From an optimization exercise on the open Yosys and OpenROAD flow, aimed at small area, a short achievable clock period and few clock cycles per item; shortcuts taken in it are not production practice.
In this exercise RTL edits were held to simulation tests only and were not proved equivalent to the original.
Power is estimated from default activity; no workload was simulated.

Setup of P:
==> flow/design.v (excerpt) <==
module port_range_table_core #(
   parameter int DEPTH = prt_pkg::TABLE_DEPTH_DEF
) (
   input  logic        clock,
   input  logic        reset,
   input  logic        req_valid,
   output logic        req_ready,
   input  logic [1:0]  req_command,
   input  logic [15:0] req_first_port,
   input  logic [15:0] req_range_size,
   input  logic        req_protocol,
   output logic        rsp_valid,
   input  logic        rsp_ready,
   output logic [2:0]  rsp_status,
   output logic        rsp_hit,
   output logic [4:0]  rsp_entries_used
);
Size in the first run: about 720 flip-flops, ~50 I/O pins, about 40000 um^2 of cells after synthesis.
==> flow/config.mk <==
export PLATFORM = sky130hd
export DESIGN_NAME = port_range_table_core
export DESIGN_NICKNAME = port_range_table_core
export VERILOG_FILES = /design/flow/design.v
export SDC_FILE = /design/flow/constraint.sdc
export NUM_CORES = 4
export LEC_CHECK = 0
export CAP_MARGIN = 20
export CORE_MARGIN = 2
export CORE_UTILIZATION = 60
export CTS_BUF_LIST = sky130_fd_sc_hd__clkbuf_8 sky130_fd_sc_hd__clkbuf_16
export CTS_CLUSTER_DIAMETER = 60
export CTS_CLUSTER_SIZE = 20
export SETUP_SLACK_MARGIN = 2.8
export SLEW_MARGIN = 20
==> flow/constraint.sdc <==
create_clock -name core_clock -period 5.0 [get_ports {clock}]
set_input_delay 1.0000 -clock core_clock [delete_from_list [all_inputs] [get_ports {clock}]]
set_output_delay 1.0000 -clock core_clock [all_outputs]
set_load 0.01 [all_outputs]
run.sh (not shown) runs the stock make flow with config.mk's settings and CLKGATE_MAP_FILE= SYNTH_SCRIPT=/design/flow/synth_recipe.tcl, a recipe that flattens the netlist after the stock synthesis.
P has completed all stages; timing, DRC and antenna checks passed.
Testbench counts of P, summed over its fixed seeds: cycles 12,024, items 12,000.
Inputs modified between P and Q:
--- a/flow/design.v
+++ b/flow/design.v
@@ -68,49 +68,50 @@
    output logic [DEPTH-1:0]     overlap,     
    output logic [DEPTH-1:0]     exact,       
    output logic [DEPTH-1:0]     first_free,
    output logic [DEPTH-1:0]     valid,
    output logic                 full
 );
    logic [32:0]        mem [DEPTH];    
    prt_pkg::entry_type key2_st;
    assign key2_st = {key2.proto, ~key2.start, key2.stop};
-   logic [DEPTH-1:0]   valid_ff, valid_in;
+   logic [DEPTH-1:0]   valid_ff, valid_in, keep;
    logic               full_ff;
    for (genvar i = 0; i < DEPTH; i++) begin : g_ent
       prt_pkg::match_type m;
       prt_pkg::entry_type ent;
       assign ent = mem[i];
       prt_cmp_inv u_cmp (
          .key   (key1),
          .entry (ent),
          .match (m)
       );
-      assign overlap[i] = m.overlap && valid_ff[i];
-      assign exact[i]   = m.exact && valid_ff[i];
+      assign overlap[i] = m.overlap && keep[i];
+      assign exact[i]   = m.exact && keep[i];
       always_ff @(posedge clock) begin
          if (!valid_ff[i]) begin
             mem[i] <= key2_st;
          end
       end
    end
    always_comb begin
       logic seen;
       seen = 1'b0;
       for (int i = 0; i < DEPTH; i++) begin
          first_free[i] = !valid_ff[i] && !seen;
          seen          = seen || !valid_ff[i];
       end
    end
    assign full  = full_ff;
    assign valid = valid_ff;
+   assign keep = valid_ff & ~del_vec;
    always_comb begin
-      valid_in = valid_ff & ~del_vec;
+      valid_in = keep;
       if (add_en) valid_in = valid_in | first_free;
    end
    always_ff @(posedge clock) begin
       if (reset) begin
          valid_ff <= '0;
          full_ff  <= 1'b0;
       end else begin
          valid_ff <= valid_in;
          full_ff  <= (full_ff && !del_en) || (add_en && one_free);
@@ -152,19 +153,19 @@
    logic               byp_ov2_ff, byp_ex2_ff;
    logic [DEPTH-1:0]   prev_add_ff;    
    logic [DEPTH-1:0]   valid, ov2, del_vec, first_free;
    logic               added_ff, ov_byp, ex_byp;
    logic [DEPTH-1:0]   ex1, ex2_ff, ex2;
    logic               any_ov, any_ex, full;
    logic               add_ok, del_ok;
    logic [2:0]         status_in;
    logic               hit_in;
-   logic [CNT_W-1:0]   used_ff, used_in, used_up, used_dn;
+   logic [CNT_W-1:0]   used_ff, used_in, used_up_ff, used_dn_ff, used_p2, used_m2;
    logic [8:0]         q_mem [QD];
    logic [8:0]         q_in;
    logic [2:0]         q_cnt_ff;       
    logic               q_nonempty_ff;
    logic [2:0]         inflight_ff;    
    logic               ready_ff;
    assign accept    = req_valid && req_ready;
    assign pop       = rsp_valid && rsp_ready;
    assign port_sum  = {1'b0, req_first_port} + {1'b0, req_range_size};
@@ -217,20 +218,20 @@
    always_ff @(posedge clock) begin
       bad2_ff    <= bad1_ff;
       cmd2_ff    <= cmd1_ff;
       key2_ff    <= key1_ff;
       ov2_ff     <= ov1;
       ex2_ff     <= ex1;
       byp_ov2_ff <= byp1.overlap;
       byp_ex2_ff <= byp1.exact;
    end
-   assign ov2     = ov2_ff & valid;
-   assign ex2     = ex2_ff & valid;
+   assign ov2     = ov2_ff;
+   assign ex2     = ex2_ff;
    assign ov_byp  = byp_ov2_ff && added_ff;
    assign ex_byp  = byp_ex2_ff && added_ff;
    assign any_ov  = (|ov2) || ov_byp;
    assign any_ex  = (|ex2) || ex_byp;
    assign add_ok  = is_add2_ff && !any_ov && !full;
    assign del_ok  = is_del2_ff && any_ex;
    assign del_vec = (ex2 | (prev_add_ff & {DEPTH{byp_ex2_ff}})) & {DEPTH{is_del2_ff}};
    always_comb begin
       status_in = prt_pkg::ST_OK;
@@ -245,33 +246,41 @@
             end
             prt_pkg::CMD_DELETE: begin
                if (!any_ex)    status_in = prt_pkg::ST_NOTFOUND;
             end
             prt_pkg::CMD_COLL: hit_in = any_ov;
             default:           hit_in = any_ex;
          endcase
       end
    end
-   assign used_up = used_ff + CNT_W'(1);
-   assign used_dn = used_ff - CNT_W'(1);
+   assign used_p2 = used_ff + CNT_W'(2);
+   assign used_m2 = used_ff - CNT_W'(2);
    always_comb begin
       used_in = used_ff;
       if (add_ok) begin
-         used_in = used_up;
+         used_in = used_up_ff;
       end else if (del_ok) begin
-         used_in = used_dn;
+         used_in = used_dn_ff;
       end
    end
    always_ff @(posedge clock) begin
       if (reset) begin
-         used_ff <= '0;
-      end else begin
-         used_ff <= used_in;
+         used_ff    <= '0;
+         used_up_ff <= CNT_W'(1);
+         used_dn_ff <= '1;
+      end else if (add_ok) begin
+         used_ff    <= used_up_ff;
+         used_up_ff <= used_p2;
+         used_dn_ff <= used_ff;
+      end else if (del_ok) begin
+         used_ff    <= used_dn_ff;
+         used_up_ff <= used_ff;
+         used_dn_ff <= used_m2;
       end
    end
    assign q_in = {status_in, hit_in, 5'(used_in)};
    always_ff @(posedge clock) begin
       for (int i = 0; i < QD; i++) begin
          if (pop) begin
             if (32'(i + 1) < 32'(q_cnt_ff)) begin
                q_mem[i] <= q_mem[i + 1 < QD ? i + 1 : i];
             end else if (32'(i + 1) == 32'(q_cnt_ff)) begin
Results
Side by side, reg-to-reg setup timing slack turned out lower in Q than in P. In terms of share of synthesized area spent on multiplexers, P and Q differ only marginally. Delta (Q minus P): antenna diode instance count now sits lower; highest clock rate lost about 1.3%; global-route usage over all layers moved down; power decreased 0.23 mW.
Testbench counts of Q, summed over its fixed seeds: cycles 12,024, items 12,000.

-- afterwards: timing with drivers on the ports --
In the flow no input, the clock included, has a driving cell. The finished layouts below were timed again as built, in two steps. Step 1 sets driving cells, clkbuf_16 on the clock port and buf_2 on the other inputs (assumed; they add their load-dependent delay and slew). Step 2, shift: input delay + t, output delay - t, t = (earliest + latest rising clock arrival at the registers) / 2. This alone moves slack from input paths to output paths. Slacks: ideal / step 1 / step 2; pairs: ideal / step 1.
run	t (ns)	setup WS [ns]	hold slack, ns	worst data-port slew with drivers (ns)	cell pins on the clock port's net
P	0.726	2.652 / 2.652 / 2.058	0.377 / 0.377 / 0.377	0.05	1
Q	0.720	2.622 / 2.622 / 2.045	0.409 / 0.409 / 0.409	0.04	1
After both steps setup and hold are still met in every run listed. The setup slack of P, which loses most, moves by 0.000 ns with the drivers and by -0.594 ns with both steps.
